From an optimization exercise on the open Yosys and OpenROAD flow, aimed at small area; shortcuts taken in it are not production practice. Power figures rest on the tool's default switching activity, not on a simulated workload.

run 1:
==> flow/design.v <==
`timescale 1ns / 1ps
package mpar_pkg;
    localparam int SAMPLE_BITS   = 16;
    localparam int POOLED_BITS   = 15;
    localparam int MASK_BITS     = 4;
    localparam int PLANE_BITS    = 6;
    localparam int CFG_DATA_BITS = 9;
    localparam int CFG_ADDR_BITS = 2;
    localparam int HALF_BITS     = 7;
    localparam int ENTRY_BITS    = SAMPLE_BITS + 2;
    localparam logic [HALF_BITS-1:0]  HALF_M1_RESET   = HALF_BITS'(111);
    localparam logic [PLANE_BITS-1:0] PLANES_M1_RESET = PLANE_BITS'(3);
endpackage
`timescale 1ns / 1ps
module mpar_cell #(
    parameter int LEN = 1
) (
    input  logic                              aclk,
    input  logic                              shift,
    input  logic [mpar_pkg::ENTRY_BITS-1:0]   d,
    output logic [mpar_pkg::ENTRY_BITS-1:0]   q
);
    localparam int EB = mpar_pkg::ENTRY_BITS;
    logic [LEN*EB-1:0] sr;
    always_ff @(posedge aclk) begin
        if (shift) begin
            if (LEN == 1) sr <= d;
            else          sr <= {sr[(LEN-1)*EB-1:0], d};
        end
    end
    assign q = sr[LEN*EB-1 -: EB];
endmodule
`timescale 1ns / 1ps
module mpar_line
(
    input  logic                              aclk,
    input  logic                              shift,
    input  logic [mpar_pkg::HALF_BITS-1:0]    half_m1,
    input  logic [mpar_pkg::ENTRY_BITS-1:0]   d,
    output logic [mpar_pkg::ENTRY_BITS-1:0]   q
);
    localparam int EB = mpar_pkg::ENTRY_BITS;
    localparam int HB = mpar_pkg::HALF_BITS;
    logic [EB-1:0] stage [HB+1];
    mpar_cell #(.LEN(1)) u_head (
        .aclk (aclk), .shift (shift), .d (d), .q (stage[HB])
    );
    for (genvar k = HB - 1; k >= 0; k--) begin : g_seg
        logic [EB-1:0] seg_q;
        mpar_cell #(.LEN(1 << k)) u_seg (
            .aclk (aclk), .shift (shift), .d (stage[k+1]), .q (seg_q)
        );
        assign stage[k] = half_m1[k] ? seg_q : stage[k+1];
    end
    assign q = stage[0];
endmodule
`timescale 1ns / 1ps
module mpar_window
(
    input  logic signed [mpar_pkg::SAMPLE_BITS-1:0] a,
    input  logic signed [mpar_pkg::SAMPLE_BITS-1:0] b,
    output logic signed [mpar_pkg::SAMPLE_BITS-1:0] max_ab,
    output logic                                    a_wins,
    output logic                                    b_wins
);
    logic ge;
    assign ge     = a >= b;
    assign max_ab = ge ? a : b;
    assign a_wins = ge;
    assign b_wins = !ge || (a == b);
endmodule
`timescale 1ns / 1ps
module max_pool_argmax_relu
(
    input  logic                     aclk,
    input  logic                     aresetn,
    input  logic                     cfg_wen,
    input  logic [mpar_pkg::CFG_ADDR_BITS-1:0] cfg_addr,
    input  logic [mpar_pkg::CFG_DATA_BITS-1:0] cfg_wdata,
    input  logic                     s_valid,
    output logic                     s_ready,
    input  logic signed [mpar_pkg::SAMPLE_BITS-1:0] s_sample,
    output logic                     m_valid,
    input  logic                     m_ready,
    output logic [mpar_pkg::POOLED_BITS-1:0]   m_pooled,
    output logic [mpar_pkg::MASK_BITS-1:0]     m_winner_mask,
    output logic [mpar_pkg::PLANE_BITS-1:0]    m_plane_index,
    output logic                     m_frame_last
);
    localparam int HB = mpar_pkg::HALF_BITS;
    localparam int PB = mpar_pkg::PLANE_BITS;
    localparam int SB = mpar_pkg::SAMPLE_BITS;
    logic [HB-1:0] half_m1_reg;
    logic [PB-1:0] planes_m1_reg;
    logic          cpar_reg, rpar_reg;
    logic [HB-1:0] cidx_reg, ridx_reg;
    logic          plane_zero_reg, plane_adv_reg;
    logic [PB-1:0] plane;
    logic signed [SB-1:0] left_reg;
    logic                 out_valid_reg;
    logic [mpar_pkg::POOLED_BITS-1:0] out_pooled_reg;
    logic [mpar_pkg::MASK_BITS-1:0]   out_mask_reg;
    logic [PB-1:0]        out_plane_reg;
    logic                 out_last_reg;
    logic          s_acc, restart, pair_end, row_end, plane_end, produce;
    logic          col_last, row_last, plane_last;
    logic [7:0]    w_half;
    logic [HB-1:0] half_m1_new;
    logic [PB-1:0] planes_m1_new;
    logic signed [SB-1:0] pair_max, top_max, all_max;
    logic          pair_a, pair_b, top_a, top_b, top_wins, bot_wins;
    logic [mpar_pkg::ENTRY_BITS-1:0] top_entry;
    assign s_ready = !out_valid_reg || m_ready;
    assign s_acc   = s_valid && s_ready;
    assign restart = cfg_wen && !cfg_addr[1];
    assign col_last   = cidx_reg == half_m1_reg;
    assign row_last   = ridx_reg == half_m1_reg;
    assign plane      = plane_zero_reg ? '0 :
                        !plane_adv_reg ? out_plane_reg :
                        (out_plane_reg == planes_m1_reg) ? '0 : out_plane_reg + 1'b1;
    assign plane_last = plane == planes_m1_reg;
    assign pair_end   = s_acc && cpar_reg;
    assign row_end    = pair_end && col_last;
    assign plane_end  = row_end && rpar_reg && row_last;
    assign produce    = pair_end && rpar_reg && !restart;
    assign w_half      = cfg_wdata[8:1];
    assign half_m1_new = (w_half == 8'd0) ? '0 :
                         w_half[7]        ? '1 : HB'(w_half - 8'd1);
    assign planes_m1_new = (cfg_wdata[6:0] == 7'd0) ? '0 :
                           cfg_wdata[6]             ? '1 : PB'(cfg_wdata[5:0] - 6'd1);
    mpar_window u_pair (
        .a      (left_reg),
        .b      (s_sample),
        .max_ab (pair_max),
        .a_wins (pair_a),
        .b_wins (pair_b)
    );
    mpar_line u_line (
        .aclk    (aclk),
        .shift   (pair_end),
        .half_m1 (half_m1_reg),
        .d       ({pair_b, pair_a, pair_max}),
        .q       (top_entry)
    );
    assign top_max = top_entry[SB-1:0];
    assign top_a   = top_entry[SB];
    assign top_b   = top_entry[SB+1];
    mpar_window u_rows (
        .a      (top_max),
        .b      (pair_max),
        .max_ab (all_max),
        .a_wins (top_wins),
        .b_wins (bot_wins)
    );
    always_ff @(posedge aclk) begin
        if (!aresetn) begin
            half_m1_reg   <= mpar_pkg::HALF_M1_RESET;
            planes_m1_reg <= mpar_pkg::PLANES_M1_RESET;
            cpar_reg      <= 1'b0;
            rpar_reg      <= 1'b0;
            cidx_reg      <= '0;
            ridx_reg      <= '0;
            plane_zero_reg <= 1'b1;
            plane_adv_reg <= 1'b0;
            out_valid_reg <= 1'b0;
        end else begin
            if (produce) begin
                out_valid_reg <= 1'b1;
            end else if (m_ready) begin
                out_valid_reg <= 1'b0;
            end
            if (restart) begin
                if (!cfg_addr[0]) half_m1_reg   <= half_m1_new;
                else              planes_m1_reg <= planes_m1_new;
                cpar_reg  <= 1'b0;
                rpar_reg  <= 1'b0;
                cidx_reg  <= '0;
                ridx_reg  <= '0;
                plane_zero_reg <= 1'b1;
                plane_adv_reg  <= 1'b0;
            end else if (s_acc) begin
                cpar_reg <= !cpar_reg;
                if (pair_end) begin
                    cidx_reg <= col_last ? '0 : cidx_reg + 1'b1;
                end
                if (row_end) begin
                    rpar_reg <= !rpar_reg;
                    if (rpar_reg) begin
                        ridx_reg <= row_last ? '0 : ridx_reg + 1'b1;
                    end
                end
                if (produce) begin
                    plane_zero_reg <= 1'b0;
                    plane_adv_reg  <= plane_end;
                end
            end
        end
    end
    always_ff @(posedge aclk) begin
        if (s_acc && !cpar_reg) begin
            left_reg <= s_sample;
        end
        if (produce) begin
            out_pooled_reg <= all_max[SB-1] ? '0 : all_max[mpar_pkg::POOLED_BITS-1:0];
            out_mask_reg   <= {pair_b & bot_wins, pair_a & bot_wins,
                               top_b & top_wins, top_a & top_wins};
            out_plane_reg  <= plane;
            out_last_reg   <= plane_last && row_last && col_last;
        end
    end
    assign m_valid       = out_valid_reg;
    assign m_pooled      = out_pooled_reg;
    assign m_winner_mask = out_mask_reg;
    assign m_plane_index = out_plane_reg;
    assign m_frame_last  = out_last_reg;
endmodule
Settings: LEC_CHECK=0, CAP_MARGIN=20, CORE_MARGIN=2, CORE_UTILIZATION=65, CTS_BUF_LIST=sky130_fd_sc_hd__clkbuf_16, CTS_CLUSTER_DIAMETER=60, CTS_CLUSTER_SIZE=30, SLEW_MARGIN=20; clock period 10.0 ns.
run.sh (not shown) runs the stock make flow with config.mk's settings and CLKGATE_MAP_FILE= SYNTH_SCRIPT=/design/flow/synth_recipe.tcl, a recipe that flattens the netlist after the stock synthesis.
Here is what was changed in the inputs of run 2 compared with run 1.
Settings: CTS_CLUSTER_SIZE now 20, was 30; CTS_BUF_LIST now sky130_fd_sc_hd__clkbuf_8, was sky130_fd_sc_hd__clkbuf_16; CTS_CLUSTER_DIAMETER now 50, was 60.
Re share of cell area taken by flip-flops and latches: run 1 and run 2 aren't equal, and the lower value belongs to run 1.
Diff run 1..run 2 | power attributed to sequential cells | negligible
Design area in run 2 is 1.6% lower than in run 1
Global routing met1 resource utilization ends up lower on run 1.
Run 2 ends up with a clock buffer count that is about 20% higher than in run 1.
No run of this note included a check of the RTL's function; only the layout flow was run.

-- separate check: timing with driven ports --
Ports are ideal in the flow. The routed layouts listed here were re-timed in OpenROAD.
Step 1 sets driving cells, clkbuf_16 on the clock port and buf_2 on the other inputs (assumed; they add their load-dependent delay and slew).
Step 2 also shifts input and output timing later by t, the mid clock arrival at the registers, as if the neighbouring blocks saw the same clock.
Slacks: ideal ports / drivers / drivers and shift; pairs: ideal ports / drivers.
run | t (ns) | setup slack, ns | worst setup path after step 2 | clock arrival spread, ns | worst data-port slew with drivers (ns)
run 1 | 0.800 | 2.307 / 2.350 / 1.549 | input to register | 0.036 / 0.037 | 0.14
run 2 | 0.913 | 2.428 / 2.469 / 1.556 | input to register | 0.046 / 0.046 | 0.14
After both steps every run listed still meets setup and hold. The setup slack of run 2, which loses most, moves by +0.041 ns with the drivers and by -0.872 ns with both steps.
